This is an optimization exercise on Yosys and OpenROAD, whose aim is small area, not a production implementation. Only simulation tests tie the RTL to the original design; equivalence was not proved. Power and IR drop assume default switching activity.

## job 7107
==> flow/design.v <==
`default_nettype none
package srcPkg;
    localparam int InstrWidth   = 32;   
    localparam int RegCount     = 16;
    localparam int RegAddrWidth = 4;    
    localparam int ImmWidth     = 19;   
    localparam int OpcodeWidth  = 5;
    localparam logic [OpcodeWidth-1:0] OpAdd  = 5'd3;
    localparam logic [OpcodeWidth-1:0] OpSub  = 5'd4;
    localparam logic [OpcodeWidth-1:0] OpAnd  = 5'd5;
    localparam logic [OpcodeWidth-1:0] OpOr   = 5'd6;
    localparam logic [OpcodeWidth-1:0] OpShr  = 5'd7;
    localparam logic [OpcodeWidth-1:0] OpShra = 5'd8;
    localparam logic [OpcodeWidth-1:0] OpShl  = 5'd9;
    localparam logic [OpcodeWidth-1:0] OpRor  = 5'd10;
    localparam logic [OpcodeWidth-1:0] OpRol  = 5'd11;
    localparam logic [OpcodeWidth-1:0] OpAddi = 5'd12;
    localparam logic [OpcodeWidth-1:0] OpAndi = 5'd13;
    localparam logic [OpcodeWidth-1:0] OpOri  = 5'd14;
    localparam logic [OpcodeWidth-1:0] OpNeg    = 5'd17;   
    localparam logic [OpcodeWidth-1:0] OpNot    = 5'd18;
    localparam logic [OpcodeWidth-1:0] OpBranch = 5'd19;   
    typedef enum logic [3:0] {
        AluAdd, AluSub, AluAnd, AluOr,
        AluShr, AluShra, AluShl, AluRor, AluRol,
        AluNeg, AluNot,
        AluBranch,   
        AluNone      
    } AluOp;
    typedef enum logic [1:0] {
        CondZero    = 2'd0,
        CondNonzero = 2'd1,
        CondMinus   = 2'd2,
        CondPlus    = 2'd3
    } CondCode;
    typedef struct packed {
        AluOp                    aluOp;
        logic [RegAddrWidth-1:0] destReg;
        logic [InstrWidth-1:0]   opA;       
        logic [InstrWidth-1:0]   opB;       
        CondCode                 cond;
        logic                    writes;
        logic                    illegal;
    } DecodedOp;
    typedef struct packed {
        logic [InstrWidth-1:0]   value;
        logic [RegAddrWidth-1:0] destReg;
        logic                    writes;
        logic                    branchTaken;
        logic                    illegal;
    } ExecResult;
endpackage
`default_nettype wire
`default_nettype none
module srcCore (
    input  logic                            Clock,
    input  logic                            rstN,
    input  logic                            req,
    input  logic [srcPkg::InstrWidth-1:0]   instr,
    output logic                            ack,
    output logic [srcPkg::InstrWidth-1:0]   result,
    output logic [srcPkg::RegAddrWidth-1:0] resultReg,
    output logic                            wrote,
    output logic                            branchTaken,
    output logic                            illegal
);
    logic [4:0] op;
    logic [3:0] ra, rb, rc;
    assign op = instr[31:27];
    assign ra = instr[26:23];
    assign rb = instr[22:19];
    assign rc = instr[18:15];
    logic isAdd, isSub, isAnd, isOr, isShr, isShra, isShl, isRor, isRol;
    logic isAddi, isAndi, isOri, isNeg, isNot, isBr;
    assign isAdd  = (op == 5'd3);
    assign isSub  = (op == 5'd4);
    assign isAnd  = (op == 5'd5);
    assign isOr   = (op == 5'd6);
    assign isShr  = (op == 5'd7);
    assign isShra = (op == 5'd8);
    assign isShl  = (op == 5'd9);
    assign isRor  = (op == 5'd10);
    assign isRol  = (op == 5'd11);
    assign isAddi = (op == 5'd12);
    assign isAndi = (op == 5'd13);
    assign isOri  = (op == 5'd14);
    assign isNeg  = (op == 5'd17);
    assign isNot  = (op == 5'd18);
    assign isBr   = (op == 5'd19);
    logic isShift, isImm, writes, isIll;
    assign isShift = isShr | isShra | isShl | isRor | isRol;
    assign isImm   = isAddi | isAndi | isOri;
    assign writes  = (op >= 5'd3 && op <= 5'd14) | isNeg | isNot;
    assign isIll   = !(writes | isBr);
    logic [2:0] phase;
    logic       clr;           
    logic       inPass;        
    logic       loadDone;      
    logic [3:0] loadCnt;       
    logic [4:0] amt;           
    logic       sgn;           
    logic       carry;
    logic       nz;            
    logic [3:0] x [8];         
    logic [3:0] prev;          
    logic [3:0] ring [16][8];
    logic run, passCyc, passEnd, loading, lastLoad;
    assign run      = req && !ack;
    assign passCyc  = run && (inPass || (phase == 3'd0 && (!isShift || loadDone)));
    assign passEnd  = passCyc && (phase == 3'd7);
    logic [3:0] addrA;
    logic [3:0] dataA, dataB;
    assign addrA = isBr ? ra : rb;
    assign dataA = clr ? 4'd0 : ring[addrA][0];
    assign dataB = clr ? 4'd0 : ring[rc][0];
    logic       shLeft;
    logic [4:0] rotL;          
    logic [2:0] rotG;
    logic [1:0] rotB;
    assign shLeft = isShl | isRol;
    assign rotL   = shLeft ? amt : (5'd0 - amt);
    assign rotG   = rotL[4:2];
    assign rotB   = rotL[1:0];
    assign loading  = run && isShift && !loadDone && !inPass;
    assign lastLoad = loading && loadCnt[3] && (phase == ~rotG);
    logic [7:0] window;
    logic [3:0] rotOut, shOut;
    assign window = {x[0], prev};
    always_comb begin
        for (int i = 0; i < 4; i++) begin
            logic [4:0] j;
            logic       fill;
            j = {phase, 2'(i)};
            rotOut[i] = window[4 + i - rotB];
            if (isShl)       fill = (j < amt);
            else if (isRol || isRor) fill = 1'b0;
            else             fill = ({1'b0, j} + {1'b0, amt}) > 6'd31;
            shOut[i] = fill ? (isShra & sgn) : rotOut[i];
        end
    end
    logic [18:0] imm;
    logic [31:0] immExt;
    logic [3:0]  immG, opB, addA, addB, logicOut, resG;
    logic        cin;
    logic [4:0]  sum;
    assign imm    = instr[18:0];
    assign immExt = {{13{imm[18]}}, imm};
    assign immG   = immExt[{phase, 2'b00} +: 4];
    assign opB    = isImm ? immG : dataB;
    assign addA = isNeg ? ~dataA : dataA;
    assign addB = isNeg ? 4'd0 : (isSub ? ~opB : opB);
    assign cin  = (phase == 3'd0) ? (isSub | isNeg) : carry;
    assign sum  = {1'b0, addA} + {1'b0, addB} + {4'd0, cin};
    always_comb begin
        if (isAnd | isAndi)    logicOut = dataA & opB;
        else if (isOr | isOri) logicOut = dataA | opB;
        else                   logicOut = ~dataA;
    end
    always_comb begin
        if (isAdd | isAddi | isSub | isNeg) resG = sum[3:0];
        else if (isShift)                   resG = shOut;
        else if (writes)                    resG = logicOut;
        else                                resG = 4'd0;   
    end
    logic anyA, brCond;
    assign anyA = ((phase != 3'd0) && nz) | (|dataA);
    always_comb begin
        case (instr[20:19])
            2'd0:    brCond = !anyA;
            2'd1:    brCond = anyA;
            2'd2:    brCond = dataA[3];
            default: brCond = !dataA[3];
        endcase
    end
    always_ff @(posedge Clock) begin
        if (!rstN) begin
            phase       <= 3'd0;
            clr         <= 1'b1;
            ack         <= 1'b0;
            inPass      <= 1'b0;
            loadDone    <= 1'b0;
            loadCnt     <= 4'd0;
        end else begin
            phase <= phase + 3'd1;
            if (phase == 3'd7) clr <= 1'b0;
            if (passEnd) ack <= 1'b1;
            else if (!req) ack <= 1'b0;
            inPass   <= passCyc && !passEnd;
            loadDone <= run && (loadDone || lastLoad);
            if (!run) loadCnt <= 4'd0;
            else if (loading && !loadCnt[3]) loadCnt <= loadCnt + 4'd1;
        end
    end
    always_ff @(posedge Clock) begin
        if (run && !inPass) begin
            if (phase == 3'd0) amt[3:0] <= dataB;
            if (phase == 3'd1) amt[4]   <= dataB[0];
            if (phase == 3'd7) sgn      <= dataA[3];
        end
        carry <= sum[4];
        nz    <= anyA;
        if (loading || passCyc) begin
            for (int k = 0; k < 7; k++) x[k] <= x[k + 1];
            x[7] <= loading ? dataA : resG;
            prev <= x[0];
        end
        if (passEnd) begin
            resultReg   <= ra;
            wrote       <= writes;
            illegal     <= isIll;
            branchTaken <= isBr & brCond;
        end
    end
    logic [3:0] wdata;
    assign wdata = clr ? 4'd0 : resG;
    always_ff @(posedge Clock) begin
        for (int r = 0; r < 16; r++) begin
            for (int k = 0; k < 7; k++) ring[r][k] <= ring[r][k + 1];
            ring[r][7] <= (clr || (passCyc && writes && ra == 4'(r))) ? wdata : ring[r][0];
        end
    end
    always_comb begin
        for (int k = 0; k < 8; k++) result[4*k +: 4] = x[k];
    end
endmodule
`default_nettype wire
clock: 8.0 ns
lec_check: 0
abc_area: 1
cap_margin: 20
core_margin: 2
core_utilization: 60
cts_buf_list: sky130_fd_sc_hd__clkbuf_8
cts_cluster_diameter: 60
cts_cluster_size: 20
slew_margin: 20
run.sh (not shown) runs the stock make flow with config.mk's settings and CLKGATE_MAP_FILE= SYNTH_SCRIPT=/design/flow/synth_recipe.tcl, a recipe that flattens the netlist after the stock synthesis.
[inputs] job 7316 vs job 7107
- CTS_CLUSTER_SIZE no longer set, was 20
- CTS_BUF_LIST no longer set, was sky130_fd_sc_hd__clkbuf_8
- CORE_UTILIZATION now 40, was 60
- CTS_CLUSTER_DIAMETER no longer set, was 60
==> comparison <==
Diff job 7107 -> job 7316 | clock power | up by more than half
Job 7316 vs job 7107: power up by more than 10%
Against job 7107, job 7316 comes in 4.2 points lower on proportion of cell area occupied by registers.
Side by side, met3 usage in global routing turned out lower in job 7316 than in job 7107.
Job 7316 — aggregate global-route resource usage 7.9 points lower, job 7107 as reference
Compared to job 7107, job 7316 has worst-margin pin slew 0.0036 ns lower.
Modified inputs, job 3153 compared to job 7316
- CTS_CLUSTER_DIAMETER newly set to 60
- CTS_CLUSTER_SIZE newly set to 20
- CORE_UTILIZATION changed from 40 to 60
- CTS_BUF_LIST newly set to sky130_fd_sc_hd__clkbuf_8
==> flow/flow/run.sh (new file) <==
#!/bin/bash
# Standard layout, with buf_1 as the port buffer cell.
set -e
export BUFFER_PORTS_ARGS="-buffer_cell sky130_fd_sc_hd__buf_1"
bash standard.sh > standard.log 2>&1
==> flow/standard.sh (new file) <==
#!/bin/bash
# synth_recipe.tcl (not shown) runs the flow's synth.tcl, then flattens the netlist and writes it again
# the make line also repeats each setting of config.mk as NAME=value (left out here)
make -C /OpenROAD-flow-scripts/flow DESIGN_CONFIG=/design/flow/config.mk WORK_HOME=/design/flow/orfs CLKGATE_MAP_FILE= SYNTH_SCRIPT=/design/flow/synth_recipe.tcl "${@:-finish}"
removed: flow/run.sh
- [job 3153 vs job 7316] number of buffers created by CTS: lower in job 3153
- Of job 7316 and job 3153, the lower power spent charging and discharging nets belongs to job 3153.
- Job 3153 vs job 7316, worst setup path endpoint: x[7][2]$_DFFE_PP_ vs x[7][1]$_DFFE_PP_
- Diff job 7316 -> job 3153: setup slack now sits higher, final wirelength shrank by about 4.6%.

==> port drivers added, routing unchanged <==
How much do the figures lean on ideal ports? The routed layouts below were timed once more, with nothing changed but the port constraints.
Step 1: set_driving_cell puts a clkbuf_16 on Clock and a buf_2 on each other input, an assumption about the parent block.
Step 2 adds t to the input delays and takes it off the output delays; t is the mean of the earliest and latest rising clock arrival at the registers after step 1. Input paths then give back, and output paths get back, about the clock's delay inside the block.
Three values: no drivers, after step 1, after step 2; two values: the first two.
run | shift t [ns] | slack for setup (ns) | worst hold slack (ns)
job 7107 | 0.621 | 2.286 / 2.278 / 1.657 | 0.316 / 0.316 / 0.316
job 7316 | 0.643 | 2.401 / 2.409 / 1.766 | 0.316 / 0.316 / 0.316
job 3153 | 0.601 | 2.610 / 2.592 / 1.991 | 0.320 / 0.320 / 0.320
After both steps every run listed still meets setup and hold. For job 7316, which loses most, drivers alone change the setup slack by +0.008 ns; drivers and shift together by -0.635 ns.
